From an optimization exercise on the open Yosys and OpenROAD flow, aimed at small area, a short achievable clock period and few clock cycles per item; shortcuts taken in it are not production practice.
Function was checked by simulation only, so behaviour that the tests miss may differ from the original.
Power is estimated from default activity; no workload was simulated.

[design.v]
package cbts_pkg;
    typedef logic [1:0] mode_t;
    localparam mode_t MODE_TICK  = 2'd0;
    localparam mode_t MODE_SCHED = 2'd1;
    localparam mode_t MODE_WRITE = 2'd2;
    localparam mode_t MODE_NONE  = 2'd3;
    localparam logic [1:0] TS_RUNNABLE = 2'd0;
    localparam logic [1:0] TS_SLEEPING = 2'd1;
    localparam logic [7:0]  FULL_SLICE  = 8'hff;
    localparam logic [15:0] TPS_DEFAULT = 16'd100;
    typedef struct packed {
        logic        used;
        logic [1:0]  status;
        logic [7:0]  slice;
        logic [7:0]  nice;
        logic [31:0] alarm;
    } slot_entry_t;
    typedef logic [3:0] state_t;
    localparam state_t ST_IDLE    = 4'd0;
    localparam state_t ST_WRITE   = 4'd1;
    localparam state_t ST_TICK_RD = 4'd2;
    localparam state_t ST_TICK_WR = 4'd3;
    localparam state_t ST_PASS1   = 4'd4;
    localparam state_t ST_DECIDE1 = 4'd5;
    localparam state_t ST_PASS2   = 4'd6;
    localparam state_t ST_DECIDE2 = 4'd7;
    localparam state_t ST_FINISH  = 4'd8;
    typedef struct packed {
        logic accept;
        logic pass_start;
        logic refill;
        logic pass_run;
        logic write_slot;
        logic tick_rd;
        logic tick_wr;
        logic set_run;
        logic load_out;
    } cmd_t;
    typedef struct packed {
        logic pass_done;
        logic any_runnable;
        logic found;
    } sts_t;
endpackage
module cbts_ctrl
(
    input  logic       clk,
    input  logic       rst_n,
    input  logic       in_valid,
    input  logic [1:0] mode,
    output logic       in_stall,
    output logic       out_valid,
    input  logic       out_stall,
    output cbts_pkg::cmd_t       cmd,
    input  cbts_pkg::sts_t       sts
);
    cbts_pkg::state_t state_reg;
    cbts_pkg::state_t state_next;
    logic   out_valid_reg, out_valid_next;
    logic   accept;
    logic   out_free;
    assign accept   = in_valid && (state_reg == cbts_pkg::ST_IDLE);
    assign out_free = !out_valid_reg || !out_stall;
    always_ff @(posedge clk or negedge rst_n)
    begin
        if (!rst_n)
        begin
            state_reg     <= cbts_pkg::ST_IDLE;
            out_valid_reg <= 1'b0;
        end
        else
        begin
            state_reg     <= state_next;
            out_valid_reg <= out_valid_next;
        end
    end
    always_comb
    begin
        state_next = state_reg;
        case (state_reg)
            cbts_pkg::ST_IDLE:
            begin
                if (accept)
                begin
                    case (mode)
                        cbts_pkg::MODE_TICK:  state_next = cbts_pkg::ST_TICK_RD;
                        cbts_pkg::MODE_SCHED: state_next = cbts_pkg::ST_PASS1;
                        cbts_pkg::MODE_WRITE: state_next = cbts_pkg::ST_WRITE;
                        default:    state_next = cbts_pkg::ST_FINISH;
                    endcase
                end
            end
            cbts_pkg::ST_WRITE:   state_next = cbts_pkg::ST_FINISH;
            cbts_pkg::ST_TICK_RD: state_next = cbts_pkg::ST_TICK_WR;
            cbts_pkg::ST_TICK_WR: state_next = cbts_pkg::ST_FINISH;
            cbts_pkg::ST_PASS1:
            begin
                if (sts.pass_done)
                    state_next = cbts_pkg::ST_DECIDE1;
            end
            cbts_pkg::ST_DECIDE1:
            begin
                if (sts.any_runnable && !sts.found)
                    state_next = cbts_pkg::ST_PASS2;
                else
                    state_next = cbts_pkg::ST_FINISH;
            end
            cbts_pkg::ST_PASS2:
            begin
                if (sts.pass_done)
                    state_next = cbts_pkg::ST_DECIDE2;
            end
            cbts_pkg::ST_DECIDE2: state_next = cbts_pkg::ST_FINISH;
            cbts_pkg::ST_FINISH:
            begin
                if (out_free)
                    state_next = cbts_pkg::ST_IDLE;
            end
            default:    state_next = cbts_pkg::ST_IDLE;
        endcase
    end
    always_comb
    begin
        cmd            = '0;
        out_valid_next = out_valid_reg && out_stall;
        case (state_reg)
            cbts_pkg::ST_IDLE:
            begin
                cmd.accept     = accept;
                cmd.pass_start = accept && (mode == cbts_pkg::MODE_SCHED);
            end
            cbts_pkg::ST_WRITE:   cmd.write_slot = 1'b1;
            cbts_pkg::ST_TICK_RD: cmd.tick_rd = 1'b1;
            cbts_pkg::ST_TICK_WR: cmd.tick_wr = 1'b1;
            cbts_pkg::ST_PASS1:   cmd.pass_run = 1'b1;
            cbts_pkg::ST_DECIDE1:
            begin
                if (sts.any_runnable && !sts.found)
                begin
                    cmd.pass_start = 1'b1;
                    cmd.refill     = 1'b1;
                end
                else
                    cmd.set_run = 1'b1;
            end
            cbts_pkg::ST_PASS2:   cmd.pass_run = 1'b1;
            cbts_pkg::ST_DECIDE2: cmd.set_run = 1'b1;
            cbts_pkg::ST_FINISH:
            begin
                if (out_free)
                begin
                    cmd.load_out   = 1'b1;
                    out_valid_next = 1'b1;
                end
            end
            default:    cmd = '0;
        endcase
    end
    assign in_stall  = (state_reg != cbts_pkg::ST_IDLE);
    assign out_valid = out_valid_reg;
endmodule
module cbts_dp
#(
    parameter int SLOTS = 16
)
(
    input  logic        clk,
    input  logic        rst_n,
    input  cbts_pkg::cmd_t        cmd,
    output cbts_pkg::sts_t        sts,
    input  logic        cfg_wr_en,
    input  logic [15:0] cfg_wr_data,
    input  logic [3:0]  slot,
    input  logic        used,
    input  logic [1:0]  task_status,
    input  logic [7:0]  slice_left,
    input  logic [7:0]  niceness,
    input  logic [31:0] wake_tick,
    output logic [3:0]  current_task,
    output logic        switched,
    output logic        refilled,
    output logic [31:0] tick_total,
    output logic [31:0] seconds_up
);
    localparam int SlotW = $clog2(SLOTS);
    logic [50:0] slot_mem [0:SLOTS-1];
    logic [15:0]      tps_reg;
    logic [3:0]       in_slot_reg;
    cbts_pkg::slot_entry_t      in_entry_reg;
    logic [SLOTS-1:0] vld_reg, vld_next;
    cbts_pkg::slot_entry_t      rd_data_reg;
    logic             rd_hit_reg;
    logic [SlotW-1:0] rd_idx_reg;
    logic             rd_pend_reg;
    logic [SlotW:0]   issue_idx_reg;
    logic             pass2_reg;
    logic             any_reg;
    logic             found_reg;
    logic [SlotW-1:0] best_idx_reg;
    logic [7:0]       best_slice_reg;
    logic [SlotW-1:0] run_reg, run_next;
    logic             switched_reg;
    logic             refill_reg;
    logic [31:0]      tick_reg;
    logic [15:0]      sub_reg, sub_next;
    logic [31:0]      up_reg;
    logic [3:0]       cur_out_reg;
    logic             sw_out_reg;
    logic             rf_out_reg;
    logic [31:0]      tick_out_reg;
    logic [31:0]      up_out_reg;
    logic             pass_issue;
    logic [SlotW-1:0] rd_addr;
    cbts_pkg::slot_entry_t      ent;
    logic             proc;
    logic             consid;
    logic             wake;
    logic [1:0]       status_now;
    logic             runnable;
    logic [7:0]       cand_slice;
    logic             cand_ok;
    logic [SlotW+3:0] slot_ext;
    logic [SlotW+3:0] run_ext;
    logic             slot_ok;
    logic             wr_en;
    logic [SlotW-1:0] wr_addr;
    cbts_pkg::slot_entry_t      wr_data;
    assign pass_issue = cmd.pass_run && (issue_idx_reg < (SlotW+1)'(SLOTS));
    assign rd_addr    = cmd.tick_rd ? run_reg : issue_idx_reg[SlotW-1:0];
    assign ent = rd_hit_reg ? rd_data_reg : '0;
    assign proc       = cmd.pass_run && rd_pend_reg;
    assign consid     = (rd_idx_reg == '0) || ent.used;
    assign wake       = !pass2_reg && consid && (ent.status == cbts_pkg::TS_SLEEPING) &&
                        (ent.alarm != '0) && (tick_reg >= ent.alarm);
    assign status_now = wake ? cbts_pkg::TS_RUNNABLE : ent.status;
    assign runnable   = consid && (status_now == cbts_pkg::TS_RUNNABLE);
    assign cand_slice = pass2_reg ? (cbts_pkg::FULL_SLICE - ent.nice) : ent.slice;
    assign cand_ok    = runnable && (pass2_reg || (ent.slice != '0)) &&
                        (!found_reg || (cand_slice > best_slice_reg));
    assign sts.pass_done    = proc && (rd_idx_reg == SlotW'(SLOTS - 1));
    assign sts.any_runnable = any_reg;
    assign sts.found        = found_reg;
    assign slot_ext = {SlotW'(0), in_slot_reg};
    assign slot_ok  = (32'(in_slot_reg) < SLOTS);
    always_comb
    begin
        wr_en   = 1'b0;
        wr_addr = rd_idx_reg;
        wr_data = ent;
        if (cmd.write_slot)
        begin
            wr_en   = slot_ok;
            wr_addr = slot_ext[SlotW-1:0];
            wr_data = in_entry_reg;
        end
        else if (cmd.tick_wr)
        begin
            wr_en         = (ent.slice != '0);
            wr_addr       = run_reg;
            wr_data.slice = ent.slice - 8'd1;
        end
        else if (proc && wake)
        begin
            wr_en          = 1'b1;
            wr_data.status = cbts_pkg::TS_RUNNABLE;
            wr_data.alarm  = '0;
        end
        else if (proc && pass2_reg && runnable)
        begin
            wr_en         = 1'b1;
            wr_data.slice = cand_slice;
        end
    end
    always_ff @(posedge clk)
    begin
        if (wr_en)
            slot_mem[wr_addr] <= wr_data;
        rd_data_reg <= slot_mem[rd_addr];
    end
    always_comb
    begin
        vld_next = vld_reg;
        if (wr_en)
            vld_next[wr_addr] = 1'b1;
    end
    always_comb
    begin
        run_next = found_reg ? best_idx_reg : '0;
        sub_next = sub_reg + 16'd1;
    end
    always_ff @(posedge clk or negedge rst_n)
    begin
        if (!rst_n)
        begin
            tps_reg        <= cbts_pkg::TPS_DEFAULT;
            vld_reg        <= '0;
            rd_hit_reg     <= 1'b0;
            rd_idx_reg     <= '0;
            rd_pend_reg    <= 1'b0;
            issue_idx_reg  <= '0;
            pass2_reg      <= 1'b0;
            any_reg        <= 1'b0;
            found_reg      <= 1'b0;
            best_idx_reg   <= '0;
            best_slice_reg <= '0;
            run_reg        <= '0;
            switched_reg   <= 1'b0;
            refill_reg     <= 1'b0;
            tick_reg       <= '0;
            sub_reg        <= '0;
            up_reg         <= '0;
        end
        else
        begin
            if (cfg_wr_en)
                tps_reg <= cfg_wr_data;
            vld_reg    <= vld_next;
            rd_hit_reg <= vld_reg[rd_addr];
            rd_idx_reg <= rd_addr;
            if (cmd.accept)
            begin
                switched_reg <= 1'b0;
                refill_reg   <= 1'b0;
            end
            if (cmd.pass_start)
            begin
                issue_idx_reg  <= '0;
                rd_pend_reg    <= 1'b0;
                pass2_reg      <= cmd.refill;
                any_reg        <= 1'b0;
                found_reg      <= 1'b0;
                best_idx_reg   <= '0;
                best_slice_reg <= '0;
                if (cmd.refill)
                    refill_reg <= 1'b1;
            end
            else
            begin
                rd_pend_reg <= pass_issue;
                if (pass_issue)
                    issue_idx_reg <= issue_idx_reg + 1'b1;
                if (proc)
                begin
                    any_reg <= any_reg || runnable;
                    if (cand_ok)
                    begin
                        found_reg      <= 1'b1;
                        best_idx_reg   <= rd_idx_reg;
                        best_slice_reg <= cand_slice;
                    end
                end
            end
            if (cmd.set_run)
            begin
                run_reg      <= run_next;
                switched_reg <= (run_next != run_reg);
            end
            if (cmd.tick_rd)
            begin
                tick_reg <= tick_reg + 32'd1;
                if (sub_next >= tps_reg)
                begin
                    sub_reg <= '0;
                    up_reg  <= up_reg + 32'd1;
                end
                else
                    sub_reg <= sub_next;
            end
        end
    end
    assign run_ext = {4'b0, run_reg};
    always_ff @(posedge clk)
    begin
        if (cmd.accept)
        begin
            in_slot_reg        <= slot;
            in_entry_reg.used  <= used;
            in_entry_reg.status <= task_status;
            in_entry_reg.slice <= slice_left;
            in_entry_reg.nice  <= niceness;
            in_entry_reg.alarm <= wake_tick;
        end
        if (cmd.load_out)
        begin
            cur_out_reg  <= run_ext[3:0];
            sw_out_reg   <= switched_reg;
            rf_out_reg   <= refill_reg;
            tick_out_reg <= tick_reg;
            up_out_reg   <= up_reg;
        end
    end
    assign current_task = cur_out_reg;
    assign switched     = sw_out_reg;
    assign refilled     = rf_out_reg;
    assign tick_total   = tick_out_reg;
    assign seconds_up   = up_out_reg;
endmodule
module counter_based_task_scheduler
#(
    parameter int SLOTS = 16
)
(
    input  logic        clk,
    input  logic        rst_n,
    input  logic        cfg_wr_en,
    input  logic [15:0] cfg_wr_data,
    input  logic        in_valid,
    output logic        in_stall,
    input  logic [1:0]  mode,
    input  logic [3:0]  slot,
    input  logic        used,
    input  logic [1:0]  task_status,
    input  logic [7:0]  slice_left,
    input  logic [7:0]  niceness,
    input  logic [31:0] wake_tick,
    output logic        out_valid,
    input  logic        out_stall,
    output logic [3:0]  current_task,
    output logic        switched,
    output logic        refilled,
    output logic [31:0] tick_total,
    output logic [31:0] seconds_up
);
    cbts_pkg::cmd_t cmd;
    cbts_pkg::sts_t sts;
    cbts_ctrl u_ctrl
    (
        .clk       (clk),
        .rst_n     (rst_n),
        .in_valid  (in_valid),
        .mode      (mode),
        .in_stall  (in_stall),
        .out_valid (out_valid),
        .out_stall (out_stall),
        .cmd       (cmd),
        .sts       (sts)
    );
    cbts_dp #(
        .SLOTS (SLOTS)
    ) u_dp
    (
        .clk          (clk),
        .rst_n        (rst_n),
        .cmd          (cmd),
        .sts          (sts),
        .cfg_wr_en    (cfg_wr_en),
        .cfg_wr_data  (cfg_wr_data),
        .slot         (slot),
        .used         (used),
        .task_status  (task_status),
        .slice_left   (slice_left),
        .niceness     (niceness),
        .wake_tick    (wake_tick),
        .current_task (current_task),
        .switched     (switched),
        .refilled     (refilled),
        .tick_total   (tick_total),
        .seconds_up   (seconds_up)
    );
endmodule
[run.sh]
#!/bin/bash
# synth_recipe.tcl (not shown) runs the flow's synth.tcl, then flattens the netlist and writes it again
# the make line also repeats each setting of config.mk as NAME=value (left out here)
make -C /OpenROAD-flow-scripts/flow DESIGN_CONFIG=/design/flow/config.mk WORK_HOME=/design/flow/orfs CLKGATE_MAP_FILE= SYNTH_SCRIPT=/design/flow/synth_recipe.tcl finish
[config.mk]
export PLATFORM = sky130hd
export DESIGN_NAME = counter_based_task_scheduler
export DESIGN_NICKNAME = counter_based_task_scheduler
export VERILOG_FILES = /design/flow/design.v
export SDC_FILE = /design/flow/constraint.sdc
export NUM_CORES = 4
export LEC_CHECK = 0
export CAP_MARGIN = 20
export CORE_MARGIN = 2
export CORE_UTILIZATION = 40
export SLEW_MARGIN = 20
[constraint.sdc]
create_clock -name core_clock -period 10.0 [get_ports {clk}]
set_input_delay 2.0000 -clock core_clock [delete_from_list [all_inputs] [get_ports {clk}]]
set_output_delay 2.0000 -clock core_clock [all_outputs]
set_load 0.01 [all_outputs]
==> results.cfg <==
[route]
wl_per_cell_um = 21.9
drt_iter0_markers = 2703
vias_per_cell = 5.45
drtAntennaViolNets = 0
drt_pass1_iterations = 5
totalWireLength_um = 118000
via_count = 29300
drc_errors = 0

[final_layout]
multi_input_area_mm2 = 0.0122
fin_cells = 5386
diodes = 0
fillers = 10100
final_cell_mix = 988 x nand2_1, 941 x edfxtp_1, 469 x nand3_1, 148 x clkdlybuf4s50_1, 145 x dfrtp_1
drive_gt1_share_pct = 7.49
final_common_cell = nand2_1
largest_reg_flops = 816
regArea_mm2 = 0.0330
layout.nets = 3914
areaGrowthSynthToFinish_pct = 15.2

[timing]
hold_viol_final = 0
min_period_ns = 4.76
rsz0062_at_grt = no
maxSlewViolCount = 0
slew_headroom_pct = 15.4
max_freq_mhz = 210
finalCritPeriodShare_pct = 47.6
fin_ws_ns = 5.24
fin_skew_ns = 0.0363
final-setup-viol-count = 0
tightest_slew_ns = 1.27
fin_setup_tns_ns = 0

[synthesis]
yosys.area.top_type = edfxtp_1
yosys-top-cells-area = edfxtp_1 61%, nand2_1 8.0%, dfrtp_1 7.9%
synth-seq-cells = 1141
async_reset_ff_share_pct = 13.1
synth_area_mm2 = 0.0462
synth_cells = 3679
yosys.area.top_type_share_pct = 61.2
seq_area_frac_synth_pct = 71.5
synth_edf_count = 941
yosys_warnings = 2
ys_types = 67
synth_ff_type = edfxtp_1
syn_nets = 3822
syn_area_per_cell_um2 = 12.5

[die]
die_w_um = 344
start_util_pct = 40.4
io_pins = 150
core_mm2 = 0.114
row_count = 124
die_h_um = 344
die-area_mm2 = 0.118

[grt]
grt_overflow_total = 0
grt.total_usage_pct = 19.8
grt_pass1_wl_um = 178000
grt_pass1_vias = 28300
antenna_found_initial = 1
grt_max_degree = 222

[hold_path]
holdCritStartpoint = u_dp.vld_reg[0]$_DFFE_PN0P_
hold_path_depth = 2
hold_path.class = register to register

[worst_setup_path]
required_ns = 10.31
startpoint_type = register
cp_max_fo = 57
r2r_start = u_dp.rd_hit_reg$_DFF_PN0_
cp.arrival_ns = 5.06
critPathCaptureType = register
rr_worst_depth = 9
crit_start = u_dp.rd_hit_reg$_DFF_PN0_
path_class = register to register

[cts]
clock_path_buffers = 3
cts_tree = done
cts_root_buffer = clkbuf_16
numCtsBuffers = 115
ctsHoldBuffers = 0
clock-sinks = 1141
path_clk_slew_ns = 0.06
cts_resized = 0
postCtsSetupRepairBufs = 0
cts_max_level = 3
clk-insertion-delay-late_ns = 0.71

[placement]
dp_cells = 5166
io_buffers = 149
gp_congestion = 0.801
dp_hpwl_um = 63800
dp_slack_ns = 5.31

[power]
total_power_mw = 15.8
p_leak_nw = 19.5
ir_worst_vdd_v = 0.000373
p_per_area_mw_per_mm2 = 298

[outcome]
status = timing/DRC/antenna clean

[job]
max_cap_violations = 0
per-stage QoR:
step / hold slack (ns) / area, um2 / util (%)
floorplan: 0.419 / 46200 / -
global placement: 0.435 / 49200 / 43.0
detailed placement: 0.438 / 49200 / 43.0
CTS: 0.452 / 53200 / 46.5
global route: 0.469 / 53200 / 46.5
finish: 0.451 / 53200 / 46.5
power breakdown:
group | internal [mW] | leakage [nW] | switching [mW]
logic | 1.34 | 6.44 | 3.33
registers | 6.24 | 11.1 | 0.457
clock network | 2.62 | 1.94 | 1.86
cells in the mapped netlist (all sizes together) (39+ instances only):
| library cell | count |
|---|---|
| a311oi | 105 |
| inv | 51 |
| clkbuf | 159 |
| ha | 65 |
| xnor2 | 47 |
| buf | 57 |
| a22o | 42 |
| nand3 | 469 |
| nand2 | 988 |
| edfxtp | 941 |
| dfxtp | 51 |
| nor2 | 58 |
| dfrtp | 146 |
| a31oi | 58 |
| o21ai | 76 |
| and3 | 68 |
| xor2 | 39 |
final timing paths:
path | to | slack, ns
worst max register to register | u_dp.slot_mem[14][16]$_DFFE_PP_ | 5.24
worst max-delay path | u_dp.slot_mem[14][16]$_DFFE_PP_ | 5.24
max in group asynchronous | u_dp.up_reg[11]$_DFFE_PN0P_ | 7.28
worst min register to register | u_dp.vld_reg[0]$_DFFE_PN0P_ | 0.45
worst min-delay path | u_dp.vld_reg[0]$_DFFE_PN0P_ | 0.45
min in group asynchronous | u_dp.run_reg[2]$_DFFE_PN0P_ | 1.38
critical path, cell delays in order (launching register included):
cell and delay (ns):
dfrtp_2 0.97, nand2_1 0.17, ha_1 0.37, and4_1 0.21, nand2_1 0.06, or4_1 0.50, a311o_1 0.40, and3_1 0.26
nor3_1 0.46, and2_4 0.82
layout make-up:
cell class	count	share of cell area (%)
multi-input cells	2271	23.0
clock inverters	68	1.46
inverters	51	0.386
flip-flops and latches	1141	62.1
repair buffers	191	3.49
well taps	1512	3.56
clock buffers	152	6.01
cells by family after synthesis:
logic type,share of synthesized area [%]
fa+ha+maj,1.76
mux,0.507
compound gates,5.89
flops,71.5
xor+xnor,1.63
simple gates,16.4
buf+inv,2.27
routing by layer:
layer / wire [um] / GRT usage, % / vias up
met5: 0 / 0 / -
met4: 2310 / 4.70 / 0
met3: 7820 / 2.97 / 172
met2: 55100 / 31.7 / 887
met1: 52700 / 28.5 / 14600
li1: - / - / 13600
Testbench counts, summed over its fixed seeds: cycles 87,740, items 9,600.

## afterwards: timing with drivers on the ports
In the flow no input, the clock included, has a driving cell. The finished layout below was timed again as built, in two steps. Step 1 sets driving cells, clkbuf_16 on the clock port and buf_2 on the other inputs (assumed; they add their load-dependent delay and slew). Step 2 adds t to the input delays and takes it off the output delays; t is the mean of the earliest and latest rising clock arrival at the registers after step 1. Input paths then give back, and output paths get back, about the clock's delay inside the block. Slacks: ideal / step 1 / step 2; pairs: ideal / step 1.
t, ns: 0.766
setup slack, ns: 5.245 / 5.245 / 5.245
hold slack, ns: 0.451 / 0.451 / 0.451
pins driven straight from the clock port: 1
After both steps this run still meets setup and hold. For this run, drivers alone change the setup slack by 0.000 ns; drivers and shift together by 0.000 ns.
